What follows belongs to an exercise in optimizing a design on an open flow for small area and a short achievable clock period; a production flow would make more cautious choices. In this exercise RTL edits were held to simulation tests only and were not proved equivalent to the original. Power and IR drop assume default switching activity.

job 6610:
// perf_monitor
module perf_monitor #(
  parameter int          NCORES     = 4,
  parameter int          CNT_W      = 64,
  parameter int          FIFO_DEPTH = 16,
  parameter bit          FINI_ALL   = 1'b1,
  parameter logic [31:0] FINI_CODE  = 32'h0002_0000,
  parameter int          TIMEOUT    = 50000,
  localparam int         CW = (NCORES > 1) ? $clog2(NCORES) : 1
) (
  input  logic                 clk_i,
  input  logic                 rst_i,
  input  logic [NCORES-1:0]    exma_v_i,
  input  logic [NCORES-1:0]    stall_i,
  input  logic [NCORES-1:0]    stall_imem_i,
  input  logic [NCORES-1:0]    ctrl_tsfr_i,
  input  logic [NCORES-1:0]    br_misp_i,
  input  logic [NCORES-1:0]    dbus_wv_i,
  input  logic [32*NCORES-1:0] dbus_addr_i,
  input  logic [32*NCORES-1:0] dbus_wdata_i,
  input  logic                 rd_en_i,
  input  logic [CW-1:0]        rd_core_i,
  input  logic [1:0]           rd_ctr_i,
  input  logic                 wr_en_i,
  input  logic [CW-1:0]        wr_core_i,
  input  logic [1:0]           wr_ctr_i,
  input  logic [CNT_W-1:0]     wr_data_i,
  output logic [CNT_W-1:0]     rd_data_o,
  output logic                 rd_vld_o,
  output logic                 char_vld_o,
  output logic [7:0]           char_o,
  output logic [CW-1:0]        char_core_o,
  input  logic                 char_rdy_i,
  output logic [NCORES-1:0]    done_o,
  output logic                 fini_o,
  output logic                 timeout_o,
  output logic                 overflow_o
);
Settings: LEC_CHECK=0, CAP_MARGIN=20, CORE_MARGIN=2, CORE_UTILIZATION=45, SETUP_SLACK_MARGIN=2.0, SLEW_MARGIN=20, TNS_END_PERCENT=5; clock period 4.0 ns.
standard.sh (not shown) runs the stock make flow with config.mk's settings and CLKGATE_MAP_FILE= SYNTH_SCRIPT=/design/flow/synth_recipe.tcl, a recipe that flattens the netlist after the stock synthesis.
==> flow/flow/run.sh <==
#!/bin/bash
# Standard layout with these changes:
#  - slow wide OR/AND/NOR cells and the adder cells are on the don't-use list,
#    so synthesis (and repair) build the logic from faster cells;
#  - ports are buffered with buf_2 cells;
#  - clock tree: larger sink clusters and no dummy loads (fewer clock buffers).
set -euo pipefail
DU="$(cat flow/dont_use.txt)"
bash standard.sh "DONT_USE_CELLS=$DU" \
  "BUFFER_PORTS_ARGS=-buffer_cell sky130_fd_sc_hd__buf_2" \
  "CTS_ARGS=-sink_clustering_enable -repair_clock_nets -dont_use_dummy_load -sink_clustering_size 24 -sink_clustering_max_diameter 100" \
  finish > flow_make.log 2>&1
Other scripts of this flow, unchanged in this note and not shown: flow/flow/dont_use.txt
The inputs of job 8516 differ from those of job 6610 as listed below.
--- a/flow/design.v
+++ b/flow/design.v
@@ -30,39 +30,36 @@
   output logic [7:0]           char_o,
   output logic [CW-1:0]        char_core_o,
   input  logic                 char_rdy_i,
   output logic [NCORES-1:0]    done_o,
   output logic                 fini_o,
   output logic                 timeout_o,
   output logic                 overflow_o
 );
   localparam int MD = FIFO_DEPTH - 1;            
   localparam int MA = (MD > 1) ? $clog2(MD) : 1;
   localparam int MC = $clog2(MD + 1);
   localparam int EW = CW + 8;
-  logic              fini_n;
-  logic [NCORES-1:0] done_n;
-  logic [NCORES-1:0] act;
   logic [CNT_W-1:0] mcycle;
   logic [CNT_W-1:0] minstret [NCORES];
   logic [CNT_W-1:0] br_pred  [NCORES];
   logic [CNT_W-1:0] br_misp  [NCORES];
   logic [CNT_W-1:0] wd;
   assign wd = rst_i ? '0 : wr_data_i;
   logic ld_mc;
   assign ld_mc = rst_i || (wr_en_i && wr_ctr_i == 2'd0);
   pm_ctr #(.W(CNT_W)) u_mcycle (.clk_i, .ld_i(ld_mc), .wd_i(wd), .en_i(fini_n), .q_o(mcycle));
   for (genvar c = 0; c < NCORES; c++) begin : g_core
     logic en, ld1, ld2, ld3;
-    assign en  = act[c] && !stall_imem_i[c] && exma_v_i[c];
+    assign en  = fini_n && done_n[c] && !stall_imem_i[c] && exma_v_i[c];
     assign ld1 = rst_i || (wr_en_i && wr_core_i == c && wr_ctr_i == 2'd1);
     assign ld2 = rst_i || (wr_en_i && wr_core_i == c && wr_ctr_i == 2'd2);
     assign ld3 = rst_i || (wr_en_i && wr_core_i == c && wr_ctr_i == 2'd3);
     pm_ctr #(.W(CNT_W)) u_ret  (.clk_i, .ld_i(ld1), .wd_i(wd), .en_i(en && !stall_i[c]),
                                 .q_o(minstret[c]));
     pm_ctr #(.W(CNT_W)) u_pred (.clk_i, .ld_i(ld2), .wd_i(wd), .en_i(en && ctrl_tsfr_i[c]),
                                 .q_o(br_pred[c]));
     pm_ctr #(.W(CNT_W)) u_misp (.clk_i, .ld_i(ld3), .wd_i(wd),
                                 .en_i(en && ctrl_tsfr_i[c] && br_misp_i[c]), .q_o(br_misp[c]));
   end
   logic [CNT_W-1:0] rd_nx;
   always_comb begin
@@ -79,48 +76,48 @@
   always_ff @(posedge clk_i) begin
     if (rst_i) begin
       rd_vld_o  <= 1'b0;
       rd_data_o <= '0;
     end else begin
       rd_vld_o  <= rd_en_i;
       rd_data_o <= rd_nx;
     end
   end
   logic [NCORES-1:0] mmio, fin_w, chr_w;
   always_comb begin
     for (int c = 0; c < NCORES; c++) begin
-      mmio[c]  = dbus_wv_i[c] && dbus_addr_i[32*c+31] && act[c];
+      mmio[c]  = dbus_wv_i[c] && dbus_addr_i[32*c+31] && done_n[c] && fini_n;
       fin_w[c] = mmio[c] && (dbus_wdata_i[32*c +: 32] == FINI_CODE);
       chr_w[c] = mmio[c] && !fin_w[c];
     end
   end
+  logic              fini_n;
+  logic [NCORES-1:0] done_n;
   logic              fini_nx;
   logic [NCORES-1:0] done_nx;
   assign fini_nx = !fini_n | (FINI_ALL ? (&(~done_n)) : (|(~done_n)));
   assign done_nx = ~done_n | fin_w;
   always_ff @(posedge clk_i) begin
     if (rst_i) begin
       timeout_o <= 1'b0;
       fini_o    <= 1'b0;
       done_o    <= '0;
       fini_n    <= 1'b1;
       done_n    <= '1;
-      act       <= '1;
     end else begin
       if (TIMEOUT != 0 && mcycle == TIMEOUT - 1) timeout_o <= 1'b1;
       fini_o <= fini_nx;
       done_o <= done_nx;
       fini_n <= !fini_nx;
       done_n <= ~done_nx;
-      act    <= ~done_nx & {NCORES{!fini_nx}};
     end
   end
   logic [NCORES-1:0] slot_v;
   logic [7:0]        slot_d [NCORES];
   logic [NCORES-1:0] rr;
   logic [NCORES-1:0] grant;
   always_comb begin
     for (int c = 0; c < NCORES; c++) begin
       logic hit, blk;
       hit = 1'b0;
       blk = 1'b0;
       for (int d = 0; d < NCORES; d++) begin
--- outcome ---
On amount of wire on met3 after detailed routing: job 8516 sits above job 6610. Job 8516 ended with more global routing usage summed across all routing layers than job 6610. Diff job 6610 -> job 8516: sequential power barely changed; synthesized cell count comparable; maximum fanout count along the critical path picked up an extra 3; area of all placed cells without fillers decreased by about 1.2% relative to the old numbers. Going from job 6610 to job 8516, routed wire length per instance moved down, detailed placement HPWL moved down, total iterations of the first detailed-routing run moved up, net count after synthesis level. Relative to job 6610, job 8516 improves overall die area. Relative to job 6610, the amount of wire on met2 after detailed routing of job 8516 is higher by about 0.4%. NOTE: timing-limited maximum frequency in job 8516 falls short of that of job 6610.

## re-timing with driven ports
In the flow no input, the clock included, has a driving cell. The finished layouts below were timed again as built, in two steps.
Step 1 sets driving cells, clkbuf_16 on the clock port and buf_2 on the other inputs (assumed; they add their load-dependent delay and slew).
Step 2, shift: input delay + t, output delay - t, t = (earliest + latest rising clock arrival at the registers) / 2. This alone moves slack from input paths to output paths.
a / b / c = ideal ports / drivers / drivers and shift; a / b = the first two.
run	shift t [ns]	slack for setup (ns)	hold slack, ns	worst slew at a driven data input, ns
job 6610	0.784	1.777 / 1.745 / 1.003	0.248 / 0.195 / 0.483	0.19
job 8516	0.786	1.623 / 1.623 / 0.857	0.252 / 0.193 / 0.499	0.26
After both steps every run listed still meets setup and hold. The setup slack of job 6610, which loses most, moves by -0.032 ns with the drivers and by -0.774 ns with both steps.
